From an optimization exercise on the open Yosys and OpenROAD flow, aimed at small area, a short achievable clock period and few clock cycles per item; shortcuts taken in it are not production practice. At most, simulation tests tie the RTL to the original design; equivalence was not proved. For runs 1 to 3, only the layout was checked, not whether the RTL still works.

==> flow/design.v (outline; a module is shown in full before it is edited, if it fits) <==
// module hcil_seq: 74 lines
// module hcil_datapath: 219 lines
// module hcil_mul_err: 974 lines
// module hcil_mul_ref: 695 lines
// module hbridge_current_integral_loop_core: 86 lines
// module hcil_booth_enc: 13 lines
module hbridge_current_integral_loop_core
#(
  parameter int SAMPLE_BITS   = 12,
  parameter int FRACTION_BITS = 8,
  localparam int IN_W = ((4 * SAMPLE_BITS + 2 + 7) / 8) * 8
) (
  input  logic                 clk,
  input  logic                 rst,
  input  logic                 s_axis_tvalid,
  output logic                 s_axis_tready,
  input  logic [IN_W-1:0]      s_axis_tdata,
  output logic                 m_axis_tvalid,
  input  logic                 m_axis_tready,
  output logic [OUT_W-1:0]     m_axis_tdata,
  input  logic                 cfg_wr_en,
  input  logic [CFG_ADR_W-1:0] cfg_addr,
  input  logic [CFG_W-1:0]     cfg_wdata
);
  // ...
==> flow/flow/run.sh <==
#!/bin/bash
# The standard layout, with timing repair aimed at a tighter period than the
# 10 ns clock (the clock and constraints are unchanged). Synthesis is the
# standard one, run on its own first.
set -euo pipefail
MARGIN=$(cat flow/margin.txt)
bash standard.sh synth > synth.log 2>&1
bash standard.sh SETUP_SLACK_MARGIN=$MARGIN finish > layout.log 2>&1
==> flow/flow/margin.txt <==
6.5
==> flow/standard.sh <==
#!/bin/bash
# synth_recipe.tcl (not shown) runs the flow's synth.tcl, then flattens the netlist and writes it again
# the make line also repeats each setting of config.mk as NAME=value (left out here)
make -C /OpenROAD-flow-scripts/flow DESIGN_CONFIG=/design/flow/config.mk WORK_HOME=/design/flow/orfs CLKGATE_MAP_FILE= SYNTH_SCRIPT=/design/flow/synth_recipe.tcl "${@:-finish}"
==> flow/config.mk <==
export PLATFORM = sky130hd
export DESIGN_NAME = hbridge_current_integral_loop_core
export DESIGN_NICKNAME = hbridge_current_integral_loop_core
export VERILOG_FILES = /design/flow/design.v
export SDC_FILE = /design/flow/constraint.sdc
export NUM_CORES = 4
export LEC_CHECK = 0
export CAP_MARGIN = 20
export CORE_MARGIN = 2
export CORE_UTILIZATION = 40
export SLEW_MARGIN = 20
==> flow/constraint.sdc <==
create_clock -name core_clock -period 10.0 [get_ports {clk}]
set_input_delay 2.0000 -clock core_clock [delete_from_list [all_inputs] [get_ports {clk}]]
set_output_delay 2.0000 -clock core_clock [all_outputs]
set_load 0.01 [all_outputs]
==> impl_results.md, run 1 <==
- Run status: complete, no violations
- CP startpoint kind: flip-flop
- Setup bufs post-CTS: 166
- Max Buffers Root-to-Sink: 3
- Layout clock area frac: 3.87%
- Inverters, non-clock: 599
- Seq_cells: 378
- Final critical path time including I/O delays and setup: 3960 ps
- Dominant cells by area after synthesis: sky130_fd_sc_hd__fa_1, sky130_fd_sc_hd__edfxtp_1, sky130_fd_sc_hd__dfxtp_1
- Worst-case setup margin in the final layout: 6040 ps
- Layout cells sized above 1: 18.3%
- Biggest cell category by area in the final layout: multi-input combinational cells
- Highest net fanout along the worst path: 4
- Cell Chain, Critical Path: fa_1 -> ha_4 -> inv_4 -> ha_4 -> nor4bb_4 -> o311a_4 -> a2111oi_4 -> nor3_4 -> a31oi_4 -> xor2_4 -> buf_12 -> xnor2_4 -> mux2i_1 -> o21ai_1 -> a32o_1
- Fin Hold WS: 418 ps
- Most common cell after layout, fill and taps aside: sky130_fd_sc_hd__inv_1
- Post-CTS resize count: 241
- Number of warning messages in the yosys log: 3
- Area added between synthesis and finish: 20.9%
- Unrepaired setup endpoints after global routing: true
- Sum Neg Setup Slack: 0 ps
- Worst max-slew margin expressed relative to the limit: 31.7%
- Clock buffer count in the final layout: 61
- Count of filler cells inserted in the layout: 7916
- Remaining DRCs: 0
- Proportion of final cell area spent on non-clock buffers: 8.70%
- Share of synthesized area spent on multiplexers: 0.428%
- Largest Register: cfg
- Total CTS buffers: 48
- # IOs: 138
- Prevailing post-synth register cell: sky130_fd_sc_hd__edfxtp_1
- Largest net degree at the start of global routing: 67
- CTS tree: yes
- Max Clock Skew: 39.0 ps
- Average routed wire per standard cell: 18.1 um
- Antenna diode instance count: 0
- Count of hold-fix buffers inserted at cts: 0
- Proportion of register bits with asynchronous set or reset after synthesis: 0%
- Number of cells produced by synthesis: 3569
- Max-Cap Viols: 0
- Least-Margin Pin Slew: 1020 ps
- Routing layer with the top usage in global route: met2
==> run 2, diff against run 1 <==
==> flow/flow/run.sh (replaced) <==
#!/bin/bash
# The standard layout with extra ORFS make settings from flow/args.txt (one
# VAR=VALUE per line): timing repair aimed at a tighter period than the 10 ns
# clock (the clock and constraints are unchanged) and a smaller port buffer.
# Synthesis is the standard one, run on its own first.
set -euo pipefail
mapfile -t ARGS < <(grep -v '^#' flow/args.txt | grep .)
bash standard.sh synth > synth.log 2>&1
bash standard.sh "${ARGS[@]}" finish > layout.log 2>&1
==> flow/flow/args.txt (new file) <==
SETUP_SLACK_MARGIN=6.5
BUFFER_PORTS_ARGS=-buffer_cell sky130_fd_sc_hd__buf_1
--- a/flow/config.mk
+++ b/flow/config.mk
@@ -7,5 +7,5 @@
 export LEC_CHECK = 0
 export CAP_MARGIN = 20
 export CORE_MARGIN = 2
-export CORE_UTILIZATION = 40
+export CORE_UTILIZATION = 55
 export SLEW_MARGIN = 20
removed: flow/flow/margin.txt
==> run 2 against run 1 <==
Effect of this change: wire length is 0.25% higher; clock skew is 9.5 ps lower; highest routed layer is now met5; flip-flop and latch count stayed put; setup slack worse by 140 ps; count of clock-buffer cells in the layout is 9 higher; via count is 0.59% higher; largest cell class unchanged; synthesized cell count stayed put.
==> impl_results.md, run 2 <==
- Run status: complete, no violations
- Number of unique standard cell types used by synthesis: 74
- DR WL met3: 4.16 mm
- Number of hold violations in the final report: 0
- Average routed wire per standard cell: 19.6 um (+8.0%)
- Dominant cells by area after synthesis: sky130_fd_sc_hd__fa_1, sky130_fd_sc_hd__edfxtp_1, sky130_fd_sc_hd__dfxtp_1
- Area added between synthesis and finish: 16.6%
- Total grt overflow: 0
- Placed cell count: 4327
- Largest net degree at the start of global routing: 80 (+19%)
- Largest Register: cfg
- DIE AREA: 64100 um^2
- Arrival time at the worst endpoint: 4560 ps
- Critical Path Max Stage Delay: 600 ps
- H-tree lvl count: 2
- Crit path from: u_datapath.ec4[3]$_DFFE_PN_
- Max Buffers Root-to-Sink: 3 (unchanged)
- Critical path type: reg2reg
- Top Registers: cfg (96), u_datapath.ec4 (31), u_datapath.es4 (30)
- Sum Neg Setup Slack: 0 ps (unchanged)
- Core Rows: 91
- Total global routing track utilization: 28.3%
- Worst max-slew margin expressed relative to the limit: 12.4% (-19 points)
- Clock Sink Count: 378
- Final setup viols: 0
- Detailed-routed wire length on met2: 44.4 mm
- Remaining DRCs: 0 (unchanged)
- Width of the chip: 253 um
- Floorplan die height: 253 um
- Share of Yosys cell area claimed by the top area cell type: 19.3%
- WP data required: 10470 ps
- Count of filler cells inserted in the layout: 5039 (-36%)
- Clock transition at the registers of the reported paths: 60 ps
- Initial Utilization: 55.5%
- Total wire length: 89.7 mm
- Mean post-synth cell area: 9.57 um^2
- First-pass GRT wire length: 142 mm
- Core box area: 61600 um^2
- Launching point of the worst reg2reg path: u_datapath.ec4[3]$_DFFE_PN_
- Post-route antenna net violation count: 0
- Count of hold-fix buffers inserted at cts: 0 (unchanged)
- Max-Cap Viols: 0 (unchanged)
- Highest-count cells in the layout ignoring fill and taps: sky130_fd_sc_hd__inv_1, sky130_fd_sc_hd__fa_1, sky130_fd_sc_hd__nand2_1, sky130_fd_sc_hd__xnor2_1, sky130_fd_sc_hd__ha_1
- Count of flip-flops with a built-in enable after synthesis: 205
- Via-per-instance ratio: 5.59
- # IOs: 138 (unchanged)
- Final weighted congestion in routability-driven placement: 0.872
- Startpoint of the tightest hold check path: u_datapath.en3$_DFFE_PN_
- Worst hold-check path type: reg2reg
- CP startpoint kind: flip-flop
- Cell type group with the largest total delay on the critical path: compound AO/OA/AOI/OAI gates
- WL met1: 37.3 mm
- Most frequently used cell type in the post-synthesis netlist: sky130_fd_sc_hd__inv_1
- Net count reported at finish: 4386
- Worst-path cell with the longest stage delay: sky130_fd_sc_hd__fa_2
- Iteration-0 DRC Markers: 1609
- Number of global-route vias before repair: 26154
- Port Buffer Count: 124
- Layout cells sized above 1: 16.9% (-1.4 points)
- Length of the first detailed-routing pass in iterations: 10
- Clock latency of the later-clocked register in the worst-skew pair: 600 ps
- Final instance area: 39800 um^2
- Final period util: 40.9%
- Vias: 25641
- Number of cells produced by synthesis: 3569 (unchanged)
- Number of warning messages in the yosys log: 3 (unchanged)
- Least-Margin Pin Slew: 1310 ps (+290 ps)
- Post-synth top cells: sky130_fd_sc_hd__inv_1, sky130_fd_sc_hd__fa_1, sky130_fd_sc_hd__a22oi_1
- Max FFs per register: 96
- Unrepaired setup endpoints after global routing: true
- Final Instance Count excl. Fillers: 4585
- Top metal layer carrying routed signals: met5
- Total CTS buffers: 46 (-4.2%)
- Part of the Yosys area used for sequential elements: 28.1%
- Highest attainable clock frequency: 244 MHz
- Register bit total from synthesis: 378
- Buffering stage count on the worst path with inverters included: 4
- Post-detailed-placement cell area: 35300 um^2
- Max Clock Skew: 29.4 ps (-9.52 ps)
- Cell Chain, Critical Path: fa_2 -> ha_4 -> inv_4 -> ha_4 -> nor4bb_4 -> o311a_1 -> a2111oi_4 -> nor3_4 -> a31oi_4 -> xor2_4 -> buf_4 -> buf_6 -> xnor2_4 -> buf_4 -> a21oi_2 -> o21ai_1
- Antenna violations before repair: 2
- Proportion of register bits with asynchronous set or reset after synthesis: 0% (unchanged)
- Total standard cell area after synthesis: 34200 um^2
- CTS tree: yes
- Final critical path time including I/O delays and setup: 4090 ps (+138 ps)
- CP endpoint kind: flip-flop
- Detailed Place HPWL: 63.1 mm
- Highest net fanout along the worst path: 5 (+1)
- Prevailing post-synth register cell: sky130_fd_sc_hd__edfxtp_1
- Largest area contributor in the synthesized netlist: sky130_fd_sc_hd__fa_1
- Final max-slew violation count: 0
- Most common cell after layout, fill and taps aside: sky130_fd_sc_hd__inv_1
- Master cell of the clock root buffer: sky130_fd_sc_hd__clkbuf_16
==> run 2: layout make-up <==
cell class / count / area [um^2] / share of cell area [%]
Sequential cell: 378 / 9720 / 24.4
Multi-Input combinational cell: 2350 / 22700 / 57.0
Inverter: 599 / 2270 / 5.70
Clock inverter: 15 / 128 / 0.320
Tap cell: 837 / 1050 / 2.63
Timing Repair Buffer: 335 / 2560 / 6.43
Antenna cell: 1 / 2.50 / 0.00628
Clock buffer: 70 / 1380 / 3.45
==> run 2: what timing repair did <==
item                                    4_1_cts  5_1_grt
buffers inserted                            130       38
resized for setup                           148      237
endpoints found under the setup margin      129      118
cloned                                        3        0
pin swaps                                    91      159
==> run 2: metal layers <==
layer  vias up  GRT usage [%]
met5         -              0
li1      12034              -
met4         2           12.3
met1     12697           35.9
met3       208           3.56
met2       700           48.5
==> run 2: final timing paths <==
check                           depth (start not counted)  slack, ps                              end
worst max-delay path                                   16       5910  u_datapath.acc[23]$_SDFFE_PP0P_
worst min-delay path                                    0        420         u_datapath.en4$_DFFE_PN_
worst max register to register                         16       5910  u_datapath.acc[23]$_SDFFE_PP0P_
worst min register to register                          0        420         u_datapath.en4$_DFFE_PN_
==> run 2: worst reg2reg max path: cells and delay by family, from the launching register on <==
family	cells	cell delay, ps
DFF	1	400
AOI/OAI and AO/OA	5	1350
buffers and inverters	4	540
adders and majority gates	3	1020
xor gates and xnor gates	2	380
and+or+nand+nor	2	290
==> run 2: kinds of logic (layout without fill, tap and decap cells) <==
family / after synthesis / after routing / share of synthesized area, %
AOI/OAI and AO/OA: 748 / 748 / 14.9
xor gates and xnor gates: 382 / 384 / 9.81
adders and majority gates: 596 / 596 / 29.0
buffers and inverters: 850 / 1019 / 9.72
DFF: 378 / 378 / 28.1
muxes: 14 / 14 / 0.428
other: 1 / 8 / 0.0110
and+or+nand+nor: 600 / 601 / 7.88
==> run 2: through the flow <==
stage / worst slack (ps) / utilization, % / hold WS [ps]
final: 5910 / 64.7 / 418
after global routing: 5730 / 64.7 / 425
after CTS: 5850 / 62.6 / 420
after detailed placement: 5040 / 57.4 / 407
after global placement: 5080 / 57.4 / 401
after floorplan: 6190 / - / 400
==> run 3, diff against run 2 <==
==> flow/flow/args.txt (replaced) <==
SETUP_SLACK_MARGIN=7
BUFFER_PORTS_ARGS=-buffer_cell sky130_fd_sc_hd__buf_1
==> run 3 against run 2 <==
Effect of this change: flip-flop and latch count did not move; area after synthesis did not move; critical path depth fell by 2; cell count rose by 2.8%; design area rose by 7.2%; register-to-register slack improved by 120 ps; count of clock-buffer cells in the layout fell by 4; first-iteration DRC count rose by 3.7%; clock skew barely moved; die area did not move; synthesized cell count did not move.
==> impl_results.md, run 3 <==
- Final period util: 39.7% (-1.2 points)
- Placed cell count: 4328 (+0.023%)
- Core box area: 61600 um^2 (unchanged)
- CP startpoint kind: flip-flop
- Most common cell after layout, fill and taps aside: sky130_fd_sc_hd__inv_1
- Max FFs per register: 96 (unchanged)
- Worst max-slew margin expressed relative to the limit: 28.0% (+16 points)
- Antenna violations before repair: 4 (+2)
- Detailed Place HPWL: 63.6 mm (+0.76%)
- Number of unique standard cell types used by synthesis: 74 (unchanged)
- Number of cells produced by synthesis: 3569 (unchanged)
- Layout cells sized above 1: 27.6% (+11 points)
- Critical path type: reg2reg
- DIE AREA: 64100 um^2 (unchanged)
- Sum Neg Setup Slack: 0 ps (unchanged)
- Core Rows: 91 (unchanged)
- CTS tree: yes
- Number of warning messages in the yosys log: 3 (unchanged)
- Startpoint of the tightest hold check path: u_datapath.en3$_DFFE_PN_
- Clock latency of the later-clocked register in the worst-skew pair: 600 ps (about the same)
- Mean post-synth cell area: 9.57 um^2 (unchanged)
- Worst-path cell with the longest stage delay: sky130_fd_sc_hd__fa_1
- Clock transition at the registers of the reported paths: 60 ps (about the same)
- Vias: 26537 (+3.5%)
- Final Instance Count excl. Fillers: 4714 (+2.8%)
- Largest Register: cfg
- Total standard cell area after synthesis: 34200 um^2 (unchanged)
- Count of filler cells inserted in the layout: 4644 (-7.8%)
- Via-per-instance ratio: 5.63 (+0.66%)
- Worst hold-check path type: reg2reg
- # IOs: 138 (unchanged)
- Average routed wire per standard cell: 20.4 um (+4.3%)
- Final critical path time including I/O delays and setup: 3970 ps (-121 ps)
- Number of cells on the worst reg-to-reg path: 14 (-2)
- Endpoint with the worst hold slack: u_datapath.en4$_DFFE_PN_
- Register bit total from synthesis: 378 (unchanged)
- Length of the first detailed-routing pass in iterations: 5 (-5)
- Critical Path Max Stage Delay: 530 ps (-70 ps)
- Fin Hold WS: 418 ps (+0.110 ps)
- Most Frequent Cell on Critical Path: sky130_fd_sc_hd__buf_4
- Highest attainable clock frequency: 252 MHz (+3.1%)
- Final max-slew violation count: 0 (unchanged)
- Post-route antenna net violation count: 0 (unchanged)
- Highest-count cells in the layout ignoring fill and taps: sky130_fd_sc_hd__inv_1, sky130_fd_sc_hd__nand2_1, sky130_fd_sc_hd__fa_1, sky130_fd_sc_hd__xnor2_1, sky130_fd_sc_hd__ha_1
- Initial Utilization: 55.5% (unchanged)
- Antenna diode instance count: 0 (-1)
- Dominant cells by area after synthesis: sky130_fd_sc_hd__fa_1, sky130_fd_sc_hd__edfxtp_1, sky130_fd_sc_hd__dfxtp_1
- CP endpoint kind: flip-flop
- Count of flip-flops with a built-in enable after synthesis: 205 (unchanged)
- Proportion of register bits with asynchronous set or reset after synthesis: 0% (unchanged)
- Area added between synthesis and finish: 24.9%
- Floorplan die height: 253 um (unchanged)
- Part of the Yosys area used for sequential elements: 28.1% (unchanged)
- Met2 routing resource usage after global routing: 52.1% (+3.6 points)
- Prevailing post-synth register cell: sky130_fd_sc_hd__edfxtp_1
- H-tree lvl count: 2 (unchanged)
- Total CTS buffers: 46 (unchanged)
- Top Registers: cfg (96), u_datapath.ec4 (31), u_datapath.es4 (30)
- Iteration-0 DRC Markers: 1668 (+3.7%)
- Clock Sink Count: 378 (unchanged)
- Global Route met3 Usage: 4.07% (+0.51 points)
- Highest net fanout along the worst path: 4 (-1)
- Share of the core filled with cells in the final layout: 69.3% (+4.6 points)
- Routing layer with the top usage in global route: met2
- Total wire length: 96.2 mm (+7.2%)
- Met1 layer usage reported by global route: 37.2% (+1.3 points)
- Launching point of the worst reg2reg path: u_datapath.es4[2]$_DFFE_PN_
- Remaining DRCs: 0 (unchanged)
- WP data required: 10490 ps (+20 ps)
- Final setup viols: 0 (unchanged)
- Crit path from: u_datapath.es4[2]$_DFFE_PN_
- Arrival time at the worst endpoint: 4460 ps (-100 ps)
- Cell Chain, Critical Path: fa_1 -> ha_4 -> buf_4 -> o21ai_0 -> o21a_1 -> nor4_1 -> o2111ai_1 -> a31oi_1 -> a211oi_2 -> buf_4 -> o21ai_1 -> a21oi_1 -> xnor2_1 -> a221o_1
- First-pass GRT wire length: 148 mm (+4.9%)
- Number of hold violations in the final report: 0 (unchanged)
- R2R Setup Slk: 6030 ps (+120 ps)
- Master cell of the clock root buffer: sky130_fd_sc_hd__clkbuf_16
- Total global routing track utilization: 29.7% (+1.4 points)
- Net count reported at finish: 4515 (+2.9%)
- Post-synth top cells: sky130_fd_sc_hd__inv_1, sky130_fd_sc_hd__fa_1, sky130_fd_sc_hd__a22oi_1
- Final weighted congestion in routability-driven placement: 0.882 (+1.2%)
- Unrepaired setup endpoints after global routing: true
- Total grt overflow: 0 (unchanged)
- Worst reg2reg path endpoint: u_datapath.acc[25]$_SDFFE_PP0P_
- Max Clock Skew: 29.7 ps (+0.280 ps)
- Port Buffer Count: 124 (unchanged)
- Max Buffers Root-to-Sink: 3 (unchanged)
- Number of cells traversed by the worst hold path: 0 (unchanged)
- Number of global-route vias before repair: 27210 (+4.0%)
- Least-Margin Pin Slew: 1080 ps (-231 ps)
- Share of Yosys cell area claimed by the top area cell type: 19.3% (unchanged)
- Most frequently used cell type in the post-synthesis netlist: sky130_fd_sc_hd__inv_1
- Largest area contributor in the synthesized netlist: sky130_fd_sc_hd__fa_1
- Largest net degree at the start of global routing: 172 (+110%)
- Run status: complete, no violations
- Max-Cap Viols: 0 (unchanged)
- Width of the chip: 253 um (unchanged)
==> run 3: changes by cell type in the layout (fill, tap and decap cells not counted), moves of 43 or more <==
cell / before / now
sky130_fd_sc_hd__a22oi_2: 52 / 140
sky130_fd_sc_hd__inv_2: 40 / 87
sky130_fd_sc_hd__buf_1: 114 / 71
sky130_fd_sc_hd__fa_1: 297 / 251
sky130_fd_sc_hd__inv_1: 552 / 507
sky130_fd_sc_hd__a22oi_1: 229 / 141
sky130_fd_sc_hd__fa_2: 32 / 78
sky130_fd_sc_hd__buf_6: 37 / 103
==> run 3: repair_timing <==
| item | CTS | global route |
|---|---|---|
| setup buffers | 208 | 79 |
| cloned | 10 | 3 |
| pin swaps | 270 | 230 |
| endpoints found under the setup margin | 288 | 230 |
| resized for setup | 373 | 331 |
| hold buffers | 0 | 0 |
==> run 3: kinds of logic (layout without fill, tap and decap cells) <==
group                      count (synthesis)  count (layout)  synth area share, %
and+or+nand+nor                          600             600                 7.88
buffers and inverters                    850            1151                 9.72
muxes                                     14              14                0.428
DFF                                      378             378                 28.1
AOI/OAI and AO/OA                        748             748                 14.9
other                                      1               7               0.0110
xor gates and xnor gates                 382             383                 9.81
adders and majority gates                596             596                 29.0
==> run 3: final cells by class <==
cell class / count / area (um^2) / area share [%]
clock buffers: 66 / 1360 / 3.18
multi-input cells: 2348 / 23800 / 55.7
flip-flops and latches: 378 / 9760 / 22.9
inverters: 599 / 2260 / 5.30
repair buffers: 466 / 4280 / 10.0
clock inverters: 20 / 206 / 0.484
well taps: 837 / 1050 / 2.45
==> run 3: critical path: cells and delay by family (launching register included) <==
kind	cells	cell delay, ps
AO/OA/AOI/OAI	8	1740
buffers and inverters	2	300
XOR/XNOR	1	140
flip-flops	1	380
AND/OR/NAND/NOR	1	480
adder cells (fa/ha/maj)	2	830
==> run 3: how the worst max path moves through the flow <==
stage | end | slack (ps) | depth (start not counted)
global route | u_datapath.acc[27]$_SDFFE_PP0P_ | 5910 | 16
detailed placement | u_datapath.acc[11]$_SDFFE_PP0P_ | 5040 | 14
floorplan | u_datapath.sr1[10]$_DFFE_PN_ | 6190 | 13
CTS | u_datapath.acc[27]$_SDFFE_PP0P_ | 5940 | 16
finish | u_datapath.acc[25]$_SDFFE_PP0P_ | 6030 | 14
global placement | u_datapath.acc[11]$_SDFFE_PP0P_ | 5120 | 14
==> run 3: metal layers <==
metal	share of wire [%]	wire length, um	vias up
met5	0.050	48	-
met4	3.9	3780	8
met3	5.5	5240	242
met2	50	48500	751
met1	40	38600	13244
li1	-	-	12292
==> run 3: per-stage QoR <==
step           setup slack (ps)  cell area, um^2
2_1_floorplan              6190            35900
3_3_place_gp               5120            35800
3_5_place_dp               5040            35800
4_1_cts                    5940            40800
5_1_grt                    5910            42700
6_report                   6030            42700
==> module hcil_seq, before the edit <==
module hcil_seq
(
  input  logic                     clk,
  input  logic                     rst,
  input  logic                     item_valid,
  input  logic [hcil_pkg::REG_W-1:0] item_duty,
  input  logic                     item_fwd,
  input  logic                     item_rev,
  input  logic                     item_inb,
  output logic                     run,
  output logic                     s_axis_tready,
  output logic                     m_axis_tvalid,
  input  logic                     m_axis_tready,
  output logic [hcil_pkg::OUT_W-1:0] m_axis_tdata
);
  localparam int W = hcil_pkg::REG_W;
  logic         sk_full;
  logic [W-1:0] sk_duty;
  logic         sk_fwd;
  logic         sk_rev;
  logic         sk_inb;
  logic [W-1:0] out_fwd;
  logic [W-1:0] out_rev;
  logic         out_inb;
  logic         out_free;
  logic         sk_next;
  assign run      = !sk_full;
  assign out_free = !m_axis_tvalid || m_axis_tready;
  always_comb begin
    if (sk_full) begin
      sk_next = !m_axis_tready;
    end else begin
      sk_next = !out_free && item_valid;
    end
  end
  always_ff @(posedge clk) begin
    if (rst) begin
      sk_full       <= 1'b0;
      s_axis_tready <= 1'b1;
    end else begin
      sk_full       <= sk_next;
      s_axis_tready <= !sk_next;
    end
  end
  always_ff @(posedge clk) begin
    if (rst) begin
      m_axis_tvalid <= 1'b0;
    end else if (!sk_full && out_free) begin
      m_axis_tvalid <= item_valid;
    end
  end
  always_ff @(posedge clk) begin
    if (!sk_full && !out_free) begin
      sk_duty <= item_duty;
      sk_fwd  <= item_fwd;
      sk_rev  <= item_rev;
      sk_inb  <= item_inb;
    end
  end
  always_ff @(posedge clk) begin
    if (sk_full) begin
      if (m_axis_tready) begin
        out_fwd <= sk_fwd ? sk_duty : '0;
        out_rev <= sk_rev ? sk_duty : '0;
        out_inb <= sk_inb;
      end
    end else if (out_free) begin
      out_fwd <= item_fwd ? item_duty : '0;
      out_rev <= item_rev ? item_duty : '0;
      out_inb <= item_inb;
    end
  end
  assign m_axis_tdata = {7'd0, out_inb, out_rev, out_rev, out_fwd, out_fwd};
endmodule
==> run 4, diff against run 3 <==
--- a/flow/design.v
+++ b/flow/design.v
@@ -92,8 +92,9 @@
   logic         sk_fwd;
   logic         sk_rev;
   logic         sk_inb;
-  logic [W-1:0] out_fwd;
-  logic [W-1:0] out_rev;
+  logic [W-1:0] out_duty;
+  logic         out_fwd;
+  logic         out_rev;
   logic         out_inb;
   logic         out_free;
   logic         sk_next;
@@ -133,17 +134,23 @@
   always_ff @(posedge clk) begin
     if (sk_full) begin
       if (m_axis_tready) begin
-        out_fwd <= sk_fwd ? sk_duty : '0;
-        out_rev <= sk_rev ? sk_duty : '0;
-        out_inb <= sk_inb;
+        out_duty <= sk_duty;
+        out_fwd  <= sk_fwd;
+        out_rev  <= sk_rev;
+        out_inb  <= sk_inb;
       end
     end else if (out_free) begin
-      out_fwd <= item_fwd ? item_duty : '0;
-      out_rev <= item_rev ? item_duty : '0;
-      out_inb <= item_inb;
+      out_duty <= item_duty;
+      out_fwd  <= item_fwd;
+      out_rev  <= item_rev;
+      out_inb  <= item_inb;
     end
   end
-  assign m_axis_tdata = {7'd0, out_inb, out_rev, out_rev, out_fwd, out_fwd};
+  logic [W-1:0] duty_fwd;
+  logic [W-1:0] duty_rev;
+  assign duty_fwd     = out_fwd ? out_duty : '0;
+  assign duty_rev     = out_rev ? out_duty : '0;
+  assign m_axis_tdata = {7'd0, out_inb, duty_rev, duty_rev, duty_fwd, duty_fwd};
 endmodule
 import hcil_pkg::*;
 module hcil_datapath
==> flow/flow/args.txt (replaced) <==
SETUP_SLACK_MARGIN=6.5
BUFFER_PORTS_ARGS=-buffer_cell sky130_fd_sc_hd__buf_1
==> run 4 against run 3 <==
Effect of this change: clock skew is essentially flat; die area shrank 0.46%; maximum frequency grew 1.9%; count of clock-buffer cells in the layout shrank 3; via count shrank 1.8%; wire length shrank 2.2%.
==> impl_results.md, run 4 <==
- Buffering stage count on the worst path with inverters included: 2 (unchanged)
- Via-per-instance ratio: 5.72 (+1.7%)
- Number of cells produced by synthesis: 3564 (-0.14%)
- Number of warning messages in the yosys log: 3 (unchanged)
- Critical Path Max Stage Delay: 560 ps (+30 ps)
- Max-Cap Viols: 0 (unchanged)
- Run status: complete, no violations
- Initial Utilization: 55.4% (about the same)
- Clock transition at the registers of the reported paths: 60 ps (about the same)
- Highest net fanout along the worst path: 2 (-2)
- Max FFs per register: 96 (unchanged)
- Max Buffers Root-to-Sink: 3 (unchanged)
- Part of the Yosys area used for sequential elements: 27.4% (-0.75 points)
- DIE AREA: 63800 um^2 (-0.46%)
- Total wire length: 94.0 mm (-2.2%)
- Core Rows: 91 (unchanged)
- WP data required: 10350 ps (-140 ps)
- Floorplan die height: 253 um (-0.23%)
- Crit path from: u_datapath.rc2[1]$_DFFE_PN_
- Number of global-route vias before repair: 26565 (-2.4%)
- Highest-count cells in the layout ignoring fill and taps: sky130_fd_sc_hd__inv_1, sky130_fd_sc_hd__fa_1, sky130_fd_sc_hd__nand2_1, sky130_fd_sc_hd__xnor2_1, sky130_fd_sc_hd__a22oi_1
- Count of filler cells inserted in the layout: 4860 (+4.7%)
- CP startpoint kind: flip-flop
- Share of Yosys cell area claimed by the top area cell type: 19.4% (+0.089 points)
- Clock latency of the later-clocked register in the worst-skew pair: 610 ps (about the same)
- Max Clock Skew: 29.6 ps (-0.0936 ps)
- Detailed Place HPWL: 64.1 mm (+0.83%)
- Cell Chain, Critical Path: fa_1 -> inv_2 -> fa_1 -> inv_2 -> fa_2 -> a211oi_2 -> o21bai_1 -> a21oi_2 -> o21a_2 -> o211ai_1 -> or4_1 -> a31o_2 -> a31oi_2 -> xor2_1
- Total grt overflow: 0 (unchanged)
- Unrepaired setup endpoints after global routing: true
- Iteration-0 DRC Markers: 1865 (+12%)
- Post-synth top cells: sky130_fd_sc_hd__inv_1, sky130_fd_sc_hd__fa_1, sky130_fd_sc_hd__nand2_1
- Clock Sink Count: 368 (-2.6%)
- Arrival time at the worst endpoint: 4250 ps (-210 ps)
- Antenna diode instance count: 0 (unchanged)
- Post-detailed-placement cell area: 35000 um^2 (-2.5%)
- Worst hold-check path type: reg2reg
- Total CTS buffers: 46 (unchanged)
- Net count reported at finish: 4404 (-2.5%)
- Master cell of the clock root buffer: sky130_fd_sc_hd__clkbuf_16
- Number of hold violations in the final report: 0 (unchanged)
- Remaining DRCs: 0 (unchanged)
- Dominant cells by area after synthesis: sky130_fd_sc_hd__fa_1, sky130_fd_sc_hd__edfxtp_1, sky130_fd_sc_hd__dfxtp_1
- Proportion of register bits with asynchronous set or reset after synthesis: 0% (unchanged)
- Width of the chip: 253 um (-0.23%)
- Largest area contributor in the synthesized netlist: sky130_fd_sc_hd__fa_1
- Final max-slew violation count: 0 (unchanged)
- Antenna violations before repair: 4 (unchanged)
- Most frequently used cell type in the post-synthesis netlist: sky130_fd_sc_hd__inv_1
- Final setup viols: 0 (unchanged)
- Prevailing post-synth register cell: sky130_fd_sc_hd__edfxtp_1
- Vias: 26072 (-1.8%)
- Total standard cell area after synthesis: 34000 um^2 (-0.46%)
- Average routed wire per standard cell: 20.6 um (+1.2%)
- Most common cell after layout, fill and taps aside: sky130_fd_sc_hd__inv_1
- Worst-path cell with the longest stage delay: sky130_fd_sc_hd__fa_1
- Startpoint of the tightest hold check path: u_datapath.en1$_DFFE_PN_
- Largest Register: cfg
- Final period util: 39.0% (-0.73 points)
- Number of unique standard cell types used by synthesis: 75 (+1.4%)
- Post-route antenna net violation count: 0 (unchanged)
- Worst max-slew margin expressed relative to the limit: 24.5% (-3.5 points)
- H-tree lvl count: 2 (unchanged)
- Register bit total from synthesis: 368 (-2.6%)
- Layout cells sized above 1: 18.9% (-8.7 points)
- Critical path type: reg2reg
- Sum Neg Setup Slack: 0 ps (unchanged)
- Least-Margin Pin Slew: 1130 ps (+53.2 ps)
- Port Buffer Count: 124 (unchanged)
- First-pass GRT wire length: 146 mm (-1.9%)
- Mean post-synth cell area: 9.54 um^2 (-0.32%)
- Top Registers: cfg (96), u_datapath.ec4 (31), u_datapath.es4 (30)
- Cell type group with the largest total delay on the critical path: adder cells
- Core box area: 61400 um^2 (-0.37%)
- Share of the core filled with cells in the final layout: 65.3% (-4.0 points)
- Final critical path time including I/O delays and setup: 3900 ps (-72.9 ps)
- Highest attainable clock frequency: 256 MHz (+1.9%)
- CTS tree: yes
- Final weighted congestion in routability-driven placement: 0.880 (-0.23%)
- Final instance area: 40100 um^2 (-6.1%)
- Count of flip-flops with a built-in enable after synthesis: 195 (-4.9%)
- Launching point of the worst reg2reg path: u_datapath.rc2[1]$_DFFE_PN_
- Largest net degree at the start of global routing: 83 (-52%)
- Total global routing track utilization: 29.2% (-0.54 points)
- # IOs: 138 (unchanged)
- Length of the first detailed-routing pass in iterations: 7 (+2)
- CP endpoint kind: flip-flop
- Area added between synthesis and finish: 17.8%
==> run 4: repair_timing <==
item                                    CTS  global route
endpoints found under the setup margin  178           140
gates resized for setup                 213           265
hold buffers                              0             0
buffers inserted                        153            37
pin swaps                               122           194
cloned                                    1             3
==> run 4: path summary, 6_finish.rpt <==
kind                                                 endpoint  slack [ps]  depth (start not counted)
worst max-delay path            u_datapath.err3[21]$_DFFE_PN_        6100                         14
worst min-delay path                 u_datapath.en2$_DFFE_PN_         420                          0
worst max register to register  u_datapath.err3[21]$_DFFE_PN_        6100                         14
worst min register to register       u_datapath.en2$_DFFE_PN_         420                          0
==> run 4: metal layers <==
layer | vias to the layer above | track usage (%) | routed length [um]
li1 | 12083 | - | -
met1 | 12927 | 38.0 | 38900
met2 | 848 | 49.0 | 45600
met3 | 206 | 4.46 | 5990
met4 | 8 | 11.1 | 3520
met5 | - | 0 | 46
==> run 4: stage by stage <==
stage          hold slack, ps  setup WS, ps  cells
4_1_cts                   422          6050   4513
3_5_place_dp              408          5420   4274
6_report                  419          6100   4555
5_1_grt                   423          5950   4555
3_3_place_gp              401          5450   4274
2_1_floorplan             400          6160   3570
==> run 4: cell families (layout without fill, tap and decap cells) <==
family                   count (synthesis)  after routing  share of synthesized area, %
buffers and inverters                  852           1046                          9.80
AO/OA/AOI/OAI                          731            732                          14.8
AND/OR/NAND/NOR                        598            598                          7.89
adder cells (fa/ha/maj)                596            596                          29.2
XOR/XNOR                               383            383                          9.86
flip-flops                             368            368                          27.4
multiplexers                            35             35                          1.10
other                                    1              7                        0.0110
==> run 4: area by class of cell <==
| cell class | count | area (um^2) | share of cell area [%] |
|---|---|---|---|
| sequential | 368 | 9410 | 23.5 |
| clock buffer | 63 | 1310 | 3.26 |
| inverter | 598 | 2260 | 5.65 |
| multi-input combinational | 2351 | 22900 | 57.0 |
| tap | 790 | 988 | 2.47 |
| clock inverter | 22 | 216 | 0.540 |
| timing repair buffer | 363 | 3040 | 7.58 |
Testbench counts of run 4, summed over its fixed seeds: cycles 1,968, items 1,920.
==> run 5, diff against run 4 <==
--- a/flow/config.mk
+++ b/flow/config.mk
@@ -7,5 +7,5 @@
 export LEC_CHECK = 0
 export CAP_MARGIN = 20
 export CORE_MARGIN = 2
-export CORE_UTILIZATION = 55
+export CORE_UTILIZATION = 65
 export SLEW_MARGIN = 20
==> run 5 against run 4 <==
Effect of this change: synthesized cell count unchanged; flip-flop and latch count unchanged; utilization increased by 12 points; count of clock-buffer cells in the layout decreased by 4; setup slack got worse by 120 ps; non-clock buffer count decreased by 6; area after synthesis unchanged; largest cell class unchanged.
==> impl_results.md, run 5 <==
- Final weighted congestion in routability-driven placement: 0.904 (+2.7%)
- Startpoint of the tightest hold check path: u_datapath.fw1$_DFFE_PN_
- Post-route antenna net violation count: 0 (unchanged)
- Storage element area: 9420 um^2 (+0.15%)
- Top metal layer carrying routed signals: met4
- Antenna violations before repair: 2 (-2)
- CTS tree: yes
- Unrepaired setup endpoints after global routing: true
- CP endpoint kind: flip-flop
- Area added between synthesis and finish: 17.4%
- Average routed wire per standard cell: 21.4 um (+3.5%)
- First-pass GRT wire length: 146 mm (about the same)
- Max FFs per register: 96 (unchanged)
- Initial Utilization: 66.0% (+11 points)
- Master cell of the clock root buffer: sky130_fd_sc_hd__clkbuf_16
- Total CTS buffers: 45 (-2.2%)
- Remaining DRCs: 0 (unchanged)
- Prevailing post-synth register cell: sky130_fd_sc_hd__edfxtp_1
- Core box area: 51500 um^2 (-16%)
- Total global routing track utilization: 34.4% (+5.3 points)
- Top Registers: cfg (96), u_datapath.ec4 (31), u_datapath.es4 (30)
- Port Buffer Count: 124 (unchanged)
- Buffering stage count on the worst path with inverters included: 2 (unchanged)
- # IOs: 138 (unchanged)
- Crit path from: u_datapath.rc2[1]$_DFFE_PN_
- Largest net degree at the start of global routing: 77 (-7.2%)
- Post-synth top cells: sky130_fd_sc_hd__inv_1, sky130_fd_sc_hd__fa_1, sky130_fd_sc_hd__nand2_1
- Core Rows: 83 (-8.8%)
- Arrival time at the worst endpoint: 4360 ps (+110 ps)
- Number of global-route vias before repair: 27128 (+2.1%)
- Detailed Place HPWL: 62.3 mm (-2.8%)
- Total grt overflow: 0 (unchanged)
- Clock Sink Count: 368 (unchanged)
- Number of warning messages in the yosys log: 3 (unchanged)
- Net count reported at finish: 4399 (-0.11%)
- Critical Path Max Stage Delay: 560 ps (about the same)
- Layout cells sized above 1: 18.5% (-0.34 points)
- Launching point of the worst reg2reg path: u_datapath.rc2[1]$_DFFE_PN_
- Max-Cap Viols: 0 (unchanged)
- Critical path type: reg2reg
- Number of hold violations in the final report: 0 (unchanged)
- Run status: complete, no violations
- H-tree lvl count: 2 (unchanged)
- Width of the chip: 233 um (-7.9%)
- Fin Hold WS: 420 ps (+1.31 ps)
- Highest net fanout along the worst path: 2 (unchanged)
- Detailed-routed wire length on met2: 46.4 mm (+1.6%)
- Final max-slew violation count: 0 (unchanged)
- Total standard cell area after synthesis: 34000 um^2 (unchanged)
- Floorplan die height: 233 um (-7.9%)
- Worst-path cell with the longest stage delay: sky130_fd_sc_hd__fa_1
- Worst setup slack before clock tree synthesis: 5350 ps (-71.2 ps)
- Least-Margin Pin Slew: 1150 ps (+15.5 ps)
- Cell Chain, Critical Path: fa_1 -> inv_2 -> fa_1 -> inv_2 -> fa_2 -> a211oi_2 -> o21bai_1 -> a21oi_2 -> o21a_2 -> o211ai_1 -> or4_1 -> a31o_2 -> a31oi_2 -> xor2_1
- Iteration-0 DRC Markers: 2339 (+25%)
- Mean post-synth cell area: 9.54 um^2 (unchanged)
- Final critical path time including I/O delays and setup: 4020 ps (+119 ps)
- Count of hold-fix buffers inserted at cts: 0 (unchanged)
- Total wire length: 94.9 mm (+0.93%)
- Proportion of register bits with asynchronous set or reset after synthesis: 0% (unchanged)
- Max Clock Skew: 19.4 ps (-10.2 ps)
- WL met1: 36.6 mm (-5.8%)
- Number of cells produced by synthesis: 3564 (unchanged)
- Footprint of the multi-input gates: 22900 um^2 (+0.41%)
- WP data required: 10340 ps (about the same)
- Largest area contributor in the synthesized netlist: sky130_fd_sc_hd__fa_1
- Count of flip-flops with a built-in enable after synthesis: 195 (unchanged)
- Sum Neg Setup Slack: 0 ps (unchanged)
- Max Buffers Root-to-Sink: 3 (unchanged)
- Number of cells traversed by the worst hold path: 0 (unchanged)
- Count of filler cells inserted in the layout: 3466 (-29%)
- Most common cell after layout, fill and taps aside: sky130_fd_sc_hd__inv_1
- Vias: 26891 (+3.1%)
- Most frequently used cell type in the post-synthesis netlist: sky130_fd_sc_hd__inv_1
- DR WL met3: 6.96 mm (+16%)
- Worst-case setup margin in the final layout: 5980 ps (-119 ps)
- Share of Yosys cell area claimed by the top area cell type: 19.4% (unchanged)
- Part of the Yosys area used for sequential elements: 27.4% (unchanged)
- Largest Register: cfg
- Final period util: 40.2% (+1.2 points)
- Via-per-instance ratio: 6.06 (+5.8%)
- Dominant cells by area after synthesis: sky130_fd_sc_hd__fa_1, sky130_fd_sc_hd__edfxtp_1, sky130_fd_sc_hd__dfxtp_1
- CP startpoint kind: flip-flop
- Register bit total from synthesis: 368 (unchanged)
- WP depth: 14 (unchanged)
- Number of unique standard cell types used by synthesis: 75 (unchanged)
- Final setup viols: 0 (unchanged)
- Worst max-slew margin expressed relative to the limit: 23.5% (-1.0 points)
- Cell type group with the largest total delay on the critical path: adder cells
- Length of the first detailed-routing pass in iterations: 6 (-1)
- Highest-count cells in the layout ignoring fill and taps: sky130_fd_sc_hd__inv_1, sky130_fd_sc_hd__fa_1, sky130_fd_sc_hd__nand2_1, sky130_fd_sc_hd__xnor2_1, sky130_fd_sc_hd__a22oi_1
- Clock transition at the registers of the reported paths: 60 ps (about the same)
- DIE AREA: 54200 um^2 (-15%)
- Highest attainable clock frequency: 249 MHz (-2.9%)
- Share of the core filled with cells in the final layout: 77.6% (+12 points)
- Clock latency of the later-clocked register in the worst-skew pair: 590 ps (-20 ps)
- Worst hold-check path type: reg2reg
- Number of cells on the worst reg-to-reg path: 14 (unchanged)
-- run 5: cell counts after synthesis --
Identical to the previous run, type by type.
-- run 5: area by class of cell --
cell class	instances	area share, %
Multi-Input combinational cell	2353	57.4
Sequential cell	368	23.6
Timing Repair Buffer	357	7.13
Inverter	598	5.65
Clock buffer	59	3.26
Tap cell	680	2.13
Clock inverter	24	0.792
Antenna cell	2	0.0125
-- run 5: metrics by stage --
stage,cell area [um^2],cells
2_1_floorplan,34400,3570
4_1_cts,38700,4391
6_report,39900,4441
3_5_place_dp,34700,4154
3_3_place_gp,34700,4154
5_1_grt,39900,4441
-- run 5: worst paths after layout --
| path | slack (ps) | endpoint |
|---|---|---|
| worst min register to register | 420 | u_datapath.fw2$_DFFE_PN_ |
| worst min-delay path | 420 | u_datapath.fw2$_DFFE_PN_ |
| worst max register to register | 5980 | u_datapath.err3[21]$_DFFE_PN_ |
| worst max-delay path | 5980 | u_datapath.err3[21]$_DFFE_PN_ |
-- run 5: what timing repair did --
item / CTS / global route
gates cloned: 3 / 3
endpoints found under the setup margin: 134 / 163
pin swaps: 153 / 192
endpoints found under the hold margin: 0 / 0
buffers inserted: 151 / 45
resized for setup: 221 / 233
-- run 5: logic make-up (layout without fill, tap and decap cells) --
logic type	Yosys count	in the layout	share of synthesized area (%)
AO/OA/AOI/OAI	731	734	14.8
XOR/XNOR	383	383	9.86
adder cells (fa/ha/maj)	596	596	29.2
buffers and inverters	852	1038	9.80
flip-flops	368	368	27.4
multiplexers	35	35	1.10
other	1	9	0.0110
AND/OR/NAND/NOR	598	598	7.89
-- run 5: layer usage --
layer / track usage [%] / vias to the layer above
met2: 58.8 / 1285
li1: - / 12064
met5: 0 / -
met3: 4.87 / 313
met1: 42.8 / 13229
met4: 17.1 / 0
==> run 6, diff against run 5 <==
==> flow/flow/args.txt (replaced) <==
SETUP_SLACK_MARGIN=5.5
BUFFER_PORTS_ARGS=-buffer_cell sky130_fd_sc_hd__buf_1
--- a/flow/config.mk
+++ b/flow/config.mk
@@ -7,5 +7,5 @@
 export LEC_CHECK = 0
 export CAP_MARGIN = 20
 export CORE_MARGIN = 2
-export CORE_UTILIZATION = 65
+export CORE_UTILIZATION = 55
 export SLEW_MARGIN = 20
==> run 6 against run 5 <==
Effect of this change: still clean on timing, DRC and antenna; utilization is 18 points lower; critical path type unchanged; critical endpoint unchanged; count of clock-buffer cells in the layout increased by 3.
==> impl_results.md, run 6 <==
- Run status: complete, no violations
- Met1 layer usage reported by global route: 36.6% (-6.2 points)
- Part of the Yosys area used for sequential elements: 27.4% (unchanged)
- Global Route met3 Usage: 4.38% (-0.49 points)
- Width of the chip: 253 um (+8.6%)
- Share of Yosys cell area claimed by the top area cell type: 19.4% (unchanged)
- Initial Utilization: 55.4% (-11 points)
- Critical path type: reg2reg
- Fraction of the mapped netlist area in compound gates: 14.8% (unchanged)
- Vias: 24666 (-8.3%)
- Register bit total from synthesis: 368 (unchanged)
- Largest area contributor in the synthesized netlist: sky130_fd_sc_hd__fa_1
- Launching point of the worst reg2reg path: u_datapath.rc2[1]$_DFFE_PN_
- Total CTS buffers: 46 (+2.2%)
- Startpoint of the tightest hold check path: u_datapath.fw3$_DFFE_PN_
- Final critical path time including I/O delays and setup: 4380 ps (+358 ps)
- Number of cells traversed by the worst hold path: 0 (unchanged)
- Final weighted congestion in routability-driven placement: 0.920 (+1.7%)
- CP endpoint kind: flip-flop
- Endpoint with the worst hold slack: u_datapath.fw4$_DFFE_PN_
- Largest Register: cfg
- Most common cell after layout, fill and taps aside: sky130_fd_sc_hd__inv_1
- Area added between synthesis and finish: 6.97%
- First-pass GRT wire length: 138 mm (-5.1%)
- CP startpoint kind: flip-flop
- Remaining DRCs: 0 (unchanged)
- Floorplan die height: 253 um (+8.6%)
- Prevailing post-synth register cell: sky130_fd_sc_hd__edfxtp_1
- Max Clock Skew: 24.6 ps (+5.18 ps)
- Total standard cell area after synthesis: 34000 um^2 (unchanged)
- Top Registers: cfg (96), u_datapath.ec4 (31), u_datapath.es4 (30)
- Proportion of register bits with asynchronous set or reset after synthesis: 0% (unchanged)
- Highest attainable clock frequency: 228 MHz (-8.2%)
- Detailed Place HPWL: 63.4 mm (+1.8%)
- Met2 routing resource usage after global routing: 46.0% (-13 points)
- Length of the first detailed-routing pass in iterations: 6 (unchanged)
- Port Buffer Count: 124 (unchanged)
- Clock latency of the later-clocked register in the worst-skew pair: 600 ps (about the same)
- DIE AREA: 63800 um^2 (+18%)
- Share of synthesized area spent on multiplexers: 1.10% (unchanged)
- Largest family of logic cells by synthesized area: adder cells
- Unrepaired setup endpoints after global routing: true
- Post-synth top cells: sky130_fd_sc_hd__inv_1, sky130_fd_sc_hd__fa_1, sky130_fd_sc_hd__nand2_1
- Worst hold-check path type: reg2reg
- Post-detailed-placement cell area: 34800 um^2 (about the same)
- Placed cell count: 4273 (+2.9%)
- Clock Sink Count: 368 (unchanged)
- Master cell of the clock root buffer: sky130_fd_sc_hd__clkbuf_16
- Worst reg2reg path endpoint: u_datapath.err3[21]$_DFFE_PN_
- H-tree lvl count: 2 (unchanged)
- Number of warning messages in the yosys log: 3 (unchanged)
- Layout cells sized above 1: 4.90% (-14 points)
- Number of hold violations in the final report: 0 (unchanged)
- Dominant cells by area after synthesis: sky130_fd_sc_hd__fa_1, sky130_fd_sc_hd__edfxtp_1, sky130_fd_sc_hd__dfxtp_1
- R2R Setup Slk: 5620 ps (-360 ps)
- Xor and xnor area share after synthesis: 9.86% (unchanged)
- Synthesized-area fraction occupied by and/or/nand/nor cells: 7.89% (unchanged)
- Max Buffers Root-to-Sink: 3 (unchanged)
- Largest net degree at the start of global routing: 77 (unchanged)
- Setup bufs post-CTS: 0 (-100%)
- Antenna diode instance count: 0 (-2)
- Core Rows: 91 (+9.6%)
- Total wire length: 85.9 mm (-9.5%)
- Arrival time at the worst endpoint: 4710 ps (+350 ps)
- Antenna violations before repair: 4 (+2)
- Final Instance Count excl. Fillers: 4359 (-1.8%)
- Total global routing track utilization: 27.4% (-7.0 points)
- Clock transition at the registers of the reported paths: 60 ps (about the same)
- Number of cells produced by synthesis: 3564 (unchanged)
- Post-route antenna net violation count: 0 (unchanged)
- Number of unique standard cell types used by synthesis: 75 (unchanged)
- # IOs: 138 (unchanged)
- WP data required: 10340 ps (about the same)
- Final period util: 43.8% (+3.6 points)
- Adder-cell share of the synthesized area: 29.2% (unchanged)
- Least-Margin Pin Slew: 1180 ps (+36.1 ps)
- Final instance area: 36400 um^2 (-8.9%)
- Highest-count cells in the layout ignoring fill and taps: sky130_fd_sc_hd__inv_1, sky130_fd_sc_hd__fa_1, sky130_fd_sc_hd__nand2_1, sky130_fd_sc_hd__a22oi_1, sky130_fd_sc_hd__ha_1
- Sum Neg Setup Slack: 0 ps (unchanged)
- Max-Cap Viols: 0 (unchanged)
- Highest net fanout along the worst path: 3 (+1)
- Max FFs per register: 96 (unchanged)
- Iteration-0 DRC Markers: 1713 (-27%)
- CTS tree: yes
- Worst max-slew margin expressed relative to the limit: 20.9% (-2.5 points)
- Final max-slew violation count: 0 (unchanged)
- Net count reported at finish: 4207 (-4.4%)
- Number of global-route vias before repair: 25446 (-6.2%)
- Core box area: 61400 um^2 (+19%)
- Mean post-synth cell area: 9.54 um^2 (unchanged)
- Final setup viols: 0 (unchanged)
- Routing layer with the top usage in global route: met2
- Most frequently used cell type in the post-synthesis netlist: sky130_fd_sc_hd__inv_1
- Count of flip-flops with a built-in enable after synthesis: 195 (unchanged)
- Average routed wire per standard cell: 19.7 um (-7.8%)
- Total grt overflow: 0 (unchanged)
- Via-per-instance ratio: 5.66 (-6.5%)
- Number of cells on the worst reg-to-reg path: 14 (unchanged)
- Fin Hold WS: 416 ps (-4.37 ps)
[run 6: cell counts after synthesis]
Identical to the previous run, type by type.
[run 6: critical path, cell delays in order (launching register included)]
cell,delay (ps)
sky130_fd_sc_hd__edfxtp_1,400
sky130_fd_sc_hd__fa_1,550
sky130_fd_sc_hd__inv_1,90
sky130_fd_sc_hd__fa_1,530
sky130_fd_sc_hd__inv_1,60
sky130_fd_sc_hd__fa_1,450
sky130_fd_sc_hd__a211oi_1,260
sky130_fd_sc_hd__o21bai_1,140
sky130_fd_sc_hd__a21oi_2,270
sky130_fd_sc_hd__o21a_1,200
sky130_fd_sc_hd__o211ai_1,190
sky130_fd_sc_hd__or4_1,430
sky130_fd_sc_hd__a31o_2,270
sky130_fd_sc_hd__a31oi_1,190
sky130_fd_sc_hd__xor2_1,90
[run 6: cells by family after synthesis]
logic type	Yosys count
buffers and inverters	852
and+or+nand+nor	598
other	1
adders and majority gates	596
xor gates and xnor gates	383
DFF	368
muxes	35
AOI/OAI and AO/OA	731
[run 6: worst max-delay path by stage]
stage	cells past startpoint	from	to
after floorplan	12	s_axis_tdata[0]	u_datapath.sc1[12]$_DFFE_PN_
after global placement	15	u_datapath.ec4[7]$_DFFE_PN_	u_datapath.acc[23]$_SDFFE_PP0P_
after detailed placement	15	u_datapath.ec4[7]$_DFFE_PN_	u_datapath.acc[23]$_SDFFE_PP0P_
after CTS	15	u_datapath.ec4[0]$_DFFE_PN_	u_datapath.acc[3]$_SDFFE_PP0P_
after global routing	14	u_datapath.rc2[1]$_DFFE_PN_	u_datapath.err3[21]$_DFFE_PN_
final	14	u_datapath.rc2[1]$_DFFE_PN_	u_datapath.err3[21]$_DFFE_PN_
[run 6: repair_timing]
item	4_1_cts	5_1_grt
endpoints found under the setup margin	16	18
resized for setup	3	3
hold buffers	0	0
[run 6: through the flow]
step           util (%)  worst slack (ps)
2_1_floorplan         -              5920
3_3_place_gp       56.6              5490
5_1_grt            59.3              5410
6_report           59.3              5620
4_1_cts            59.2              5530
3_5_place_dp       56.6              5410
[run 6: metal layers]
metal  up-vias  share of wire, %
met2       681                48
met4         8               3.0
met1     12122                43
met3       176               5.9
met5         -             0.059
li1      11679                 -
[run 6: layout make-up]
type,instances,area (um^2)
clock inverters,24,279
fillers,5361,25000
inverters,598,2250
well taps,790,988
multi-input cells,2350,21400
clock buffers,62,1320
repair buffers,167,792
flip-flops and latches,368,9320
==> run 7, diff against run 6 <==
==> flow/flow/args.txt (replaced) <==
SETUP_SLACK_MARGIN=5.75
BUFFER_PORTS_ARGS=-buffer_cell sky130_fd_sc_hd__buf_1
==> run 7 against run 6 <==
Effect of this change: highest routed layer unchanged; area after synthesis unchanged; utilization is 0.18 points higher; still clean; sequential share of layout area shrank 0.071 points; largest cell class unchanged; cell count up 0.18%.
==> impl_results.md, run 7 <==
- Total wire length: 86.3 mm (+0.45%)
- Number of cells produced by synthesis: 3564 (unchanged)
- Core Rows: 91 (unchanged)
- Total standard cell area after synthesis: 34000 um^2 (unchanged)
- DIE AREA: 63800 um^2 (unchanged)
- Sum Neg Setup Slack: 0 ps (unchanged)
- Antenna violations before repair: 4 (unchanged)
- Average routed wire per standard cell: 19.8 um (+0.27%)
- Dominant cells by area after synthesis: sky130_fd_sc_hd__fa_1, sky130_fd_sc_hd__edfxtp_1, sky130_fd_sc_hd__dfxtp_1
- Part of the Yosys area used for sequential elements: 27.4% (unchanged)
- Least-Margin Pin Slew: 1160 ps (-21.8 ps)
- Crit path from: u_datapath.rc2[1]$_DFFE_PN_
- Most common cell after layout, fill and taps aside: sky130_fd_sc_hd__inv_1
- Number of cells on the worst reg-to-reg path: 14 (unchanged)
- Prevailing post-synth register cell: sky130_fd_sc_hd__edfxtp_1
- Total global routing track utilization: 27.5% (+0.099 points)
- Post-synth top cells: sky130_fd_sc_hd__inv_1, sky130_fd_sc_hd__fa_1, sky130_fd_sc_hd__nand2_1
- Length of the first detailed-routing pass in iterations: 6 (unchanged)
- Proportion of register bits with asynchronous set or reset after synthesis: 0% (unchanged)
- Final critical path time including I/O delays and setup: 4190 ps (-184 ps)
- Highest attainable clock frequency: 238 MHz (+4.4%)
- Top Registers: cfg (96), u_datapath.ec4 (31), u_datapath.es4 (30)
- Antenna diode instance count: 0 (unchanged)
- Initial Utilization: 55.4% (unchanged)
- Total grt overflow: 0 (unchanged)
- Largest Register: cfg
- WP data required: 10330 ps (about the same)
- Number of unique standard cell types used by synthesis: 75 (unchanged)
- Critical path capture point: u_datapath.err3[21]$_DFFE_PN_
- Total CTS buffers: 46 (unchanged)
- Critical path type: reg2reg
- Remaining DRCs: 0 (unchanged)
- Number of hold violations in the final report: 0 (unchanged)
- Mean post-synth cell area: 9.54 um^2 (unchanged)
- Final setup viols: 0 (unchanged)
- Largest area contributor in the synthesized netlist: sky130_fd_sc_hd__fa_1
- Worst hold-check path type: reg2reg
- Highest net fanout along the worst path: 3 (unchanged)
- Launching point of the worst reg2reg path: u_datapath.rc2[1]$_DFFE_PN_
- Number of warning messages in the yosys log: 3 (unchanged)
- Max FFs per register: 96 (unchanged)
- Run status: complete, no violations
- Clock Sink Count: 368 (unchanged)
- Net count reported at finish: 4215 (+0.19%)
- Final max-slew violation count: 0 (unchanged)
- Highest-count cells in the layout ignoring fill and taps: sky130_fd_sc_hd__inv_1, sky130_fd_sc_hd__fa_1, sky130_fd_sc_hd__nand2_1, sky130_fd_sc_hd__a22oi_1, sky130_fd_sc_hd__ha_1
- CTS tree: yes
- First-pass GRT wire length: 139 mm (+0.32%)
- Area added between synthesis and finish: 7.29%
- Post-route antenna net violation count: 0 (unchanged)
- Vias: 24785 (+0.48%)
- CP endpoint kind: flip-flop
- Worst reg2reg path endpoint: u_datapath.err3[21]$_DFFE_PN_
- Width of the chip: 253 um (unchanged)
- Fin Hold WS: 416 ps (-0.125 ps)
- H-tree lvl count: 2 (unchanged)
- Core box area: 61400 um^2 (unchanged)
- Unrepaired setup endpoints after global routing: true
- # IOs: 138 (unchanged)
- Count of flip-flops with a built-in enable after synthesis: 195 (unchanged)
- Register bit total from synthesis: 368 (unchanged)
- Clock latency of the later-clocked register in the worst-skew pair: 590 ps (about the same)
- Worst setup slack before clock tree synthesis: 5410 ps (unchanged)
- Iteration-0 DRC Markers: 1826 (+6.6%)
- Layout cells sized above 1: 5.31% (+0.41 points)
- Number of global-route vias before repair: 25424 (-0.086%)
- Most frequently used cell type in the post-synthesis netlist: sky130_fd_sc_hd__inv_1
- Clock transition at the registers of the reported paths: 60 ps (about the same)
- Share of Yosys cell area claimed by the top area cell type: 19.4% (unchanged)
- Final period util: 41.9% (-1.8 points)
- Max Clock Skew: 21.1 ps (-3.48 ps)
- Master cell of the clock root buffer: sky130_fd_sc_hd__clkbuf_16
- Largest net degree at the start of global routing: 77 (unchanged)
- Floorplan die height: 253 um (unchanged)
- Final weighted congestion in routability-driven placement: 0.920 (unchanged)
- Worst max-slew margin expressed relative to the limit: 22.4% (+1.5 points)
- Detailed Place HPWL: 63.4 mm (unchanged)
- Arrival time at the worst endpoint: 4530 ps (-180 ps)
- Max-Cap Viols: 0 (unchanged)
- CP startpoint kind: flip-flop
- Worst-case setup margin in the final layout: 5810 ps (+184 ps)
- Max Buffers Root-to-Sink: 3 (unchanged)
- Port Buffer Count: 124 (unchanged)
- R2R Setup Slk: 5810 ps (+180 ps)
- Via-per-instance ratio: 5.68 (+0.30%)
==> run 7: cell count changes in the layout (fill, tap and decap cells not counted), sizes merged <==
cell / before / now
buf: 166 / 174
==> run 7: worst min path at each step <==
stage | startpoint | to | depth (start not counted)
floorplan | u_datapath.en1$_DFFE_PN_ | u_datapath.en2$_DFFE_PN_ | 0
global placement | u_datapath.fw3$_DFFE_PN_ | u_datapath.fw4$_DFFE_PN_ | 0
detailed placement | u_datapath.fw3$_DFFE_PN_ | u_datapath.fw4$_DFFE_PN_ | 0
CTS | u_datapath.fw3$_DFFE_PN_ | u_datapath.fw4$_DFFE_PN_ | 0
global route | u_datapath.fw3$_DFFE_PN_ | u_datapath.fw4$_DFFE_PN_ | 0
finish | u_datapath.fw3$_DFFE_PN_ | u_datapath.fw4$_DFFE_PN_ | 0
==> run 7: worst max-delay path, stage by stage, from the launching register on <==
cell and delay, ps:
sky130_fd_sc_hd__edfxtp_1 400, sky130_fd_sc_hd__fa_1 550, sky130_fd_sc_hd__inv_1 90, sky130_fd_sc_hd__fa_1 530
sky130_fd_sc_hd__inv_1 70, sky130_fd_sc_hd__fa_2 390, sky130_fd_sc_hd__a211oi_2 200, sky130_fd_sc_hd__o21bai_1 130
sky130_fd_sc_hd__a21oi_2 210, sky130_fd_sc_hd__o21a_1 220, sky130_fd_sc_hd__o211ai_1 170, sky130_fd_sc_hd__or4_1 430
sky130_fd_sc_hd__a31o_2 270, sky130_fd_sc_hd__a31oi_1 190, sky130_fd_sc_hd__xor2_1 90
==> run 7: timing repair <==
action	4_1_cts	5_1_grt
hold buffers	0	0
pin swaps	3	1
endpoints found under the hold margin	0	0
setup endpoints to repair	33	21
resized for setup	13	3
buffers inserted	4	4
==> run 7: cell families after synthesis <==
kind of cell             Yosys count  synth area share, %
flip-flops                       368                 27.4
AND/OR/NAND/NOR                  598                 7.89
AO/OA/AOI/OAI                    731                 14.8
adder cells (fa/ha/maj)          596                 29.2
buffers and inverters            852                 9.80
other                              1               0.0110
multiplexers                      35                 1.10
XOR/XNOR                         383                 9.86
==> run 7: layer usage <==
| layer | global-route usage, % | vias up | part of all wire (%) |
|---|---|---|---|
| met5 | 0 | - | 0.057 |
| met4 | 8.32 | 8 | 3.0 |
| met3 | 4.37 | 178 | 6.0 |
| met2 | 46.2 | 686 | 48 |
| met1 | 36.7 | 12221 | 43 |
| li1 | - | 11692 | - |
==> run 7: per-stage QoR <==
stage	cells	cell area, um^2	util, %
2_1_floorplan	3570	34000	-
4_1_cts	4363	36400	59.4
3_3_place_gp	4273	34800	56.6
3_5_place_dp	4273	34800	56.6
5_1_grt	4367	36500	59.5
6_report	4367	36500	59.5
==> run 7: cell type report <==
cell class	count	area [um^2]
Clock buffer	62	1320
Clock inverter	24	279
Fill cell	5356	24900
Inverter	598	2250
Multi-Input combinational cell	2350	21500
Sequential cell	368	9320
Tap cell	790	988
Timing Repair Buffer	175	872

[afterwards: timing with drivers on the ports]
The results above use ideal ports. As a check the final layouts listed here were re-extracted and re-timed, cells and wires unchanged.
Step 1 (the two cells are an assumption about what drives the block):
set clk [get_ports {clk}]
set_driving_cell -lib_cell sky130_fd_sc_hd__clkbuf_16 $clk
set_driving_cell -lib_cell sky130_fd_sc_hd__buf_2 [delete_from_list [all_inputs] $clk]
Step 2 also shifts input and output timing later by t, the mid clock arrival at the registers, as if the neighbouring blocks saw the same clock.
a / b / c = no drivers / after step 1 / after step 2; a / b = the first two.
run | t (ns) | slack for setup (ns) | hold WS [ns] | latest minus earliest clock arrival (ns) | worst register clock-pin slew, ns
run 1 | 0.643 | 6.043 / 6.043 / 5.933 | 0.418 / 0.418 / 0.418 | 0.042 / 0.043 | 0.06 / 0.06
run 2 | 0.652 | 5.905 / 5.905 / 5.498 | 0.418 / 0.418 / 0.418 | 0.030 / 0.030 | 0.07 / 0.07
run 3 | 0.649 | 6.027 / 6.027 / 5.889 | 0.418 / 0.418 / 0.418 | 0.030 / 0.031 | 0.06 / 0.06
run 4 | 0.651 | 6.100 / 6.100 / 5.925 | 0.419 / 0.419 / 0.419 | 0.030 / 0.030 | 0.07 / 0.07
run 5 | 0.643 | 5.981 / 5.981 / 5.849 | 0.420 / 0.420 / 0.420 | 0.020 / 0.020 | 0.07 / 0.07
run 6 | 0.646 | 5.623 / 5.623 / 5.415 | 0.416 / 0.416 / 0.416 | 0.026 / 0.026 | 0.06 / 0.06
run 7 | 0.645 | 5.807 / 5.807 / 5.412 | 0.416 / 0.416 / 0.416 | 0.022 / 0.022 | 0.07 / 0.07
After both steps every run listed still meets setup and hold. For run 2, which loses most, drivers alone change the setup slack by 0.000 ns; drivers and shift together by -0.407 ns.
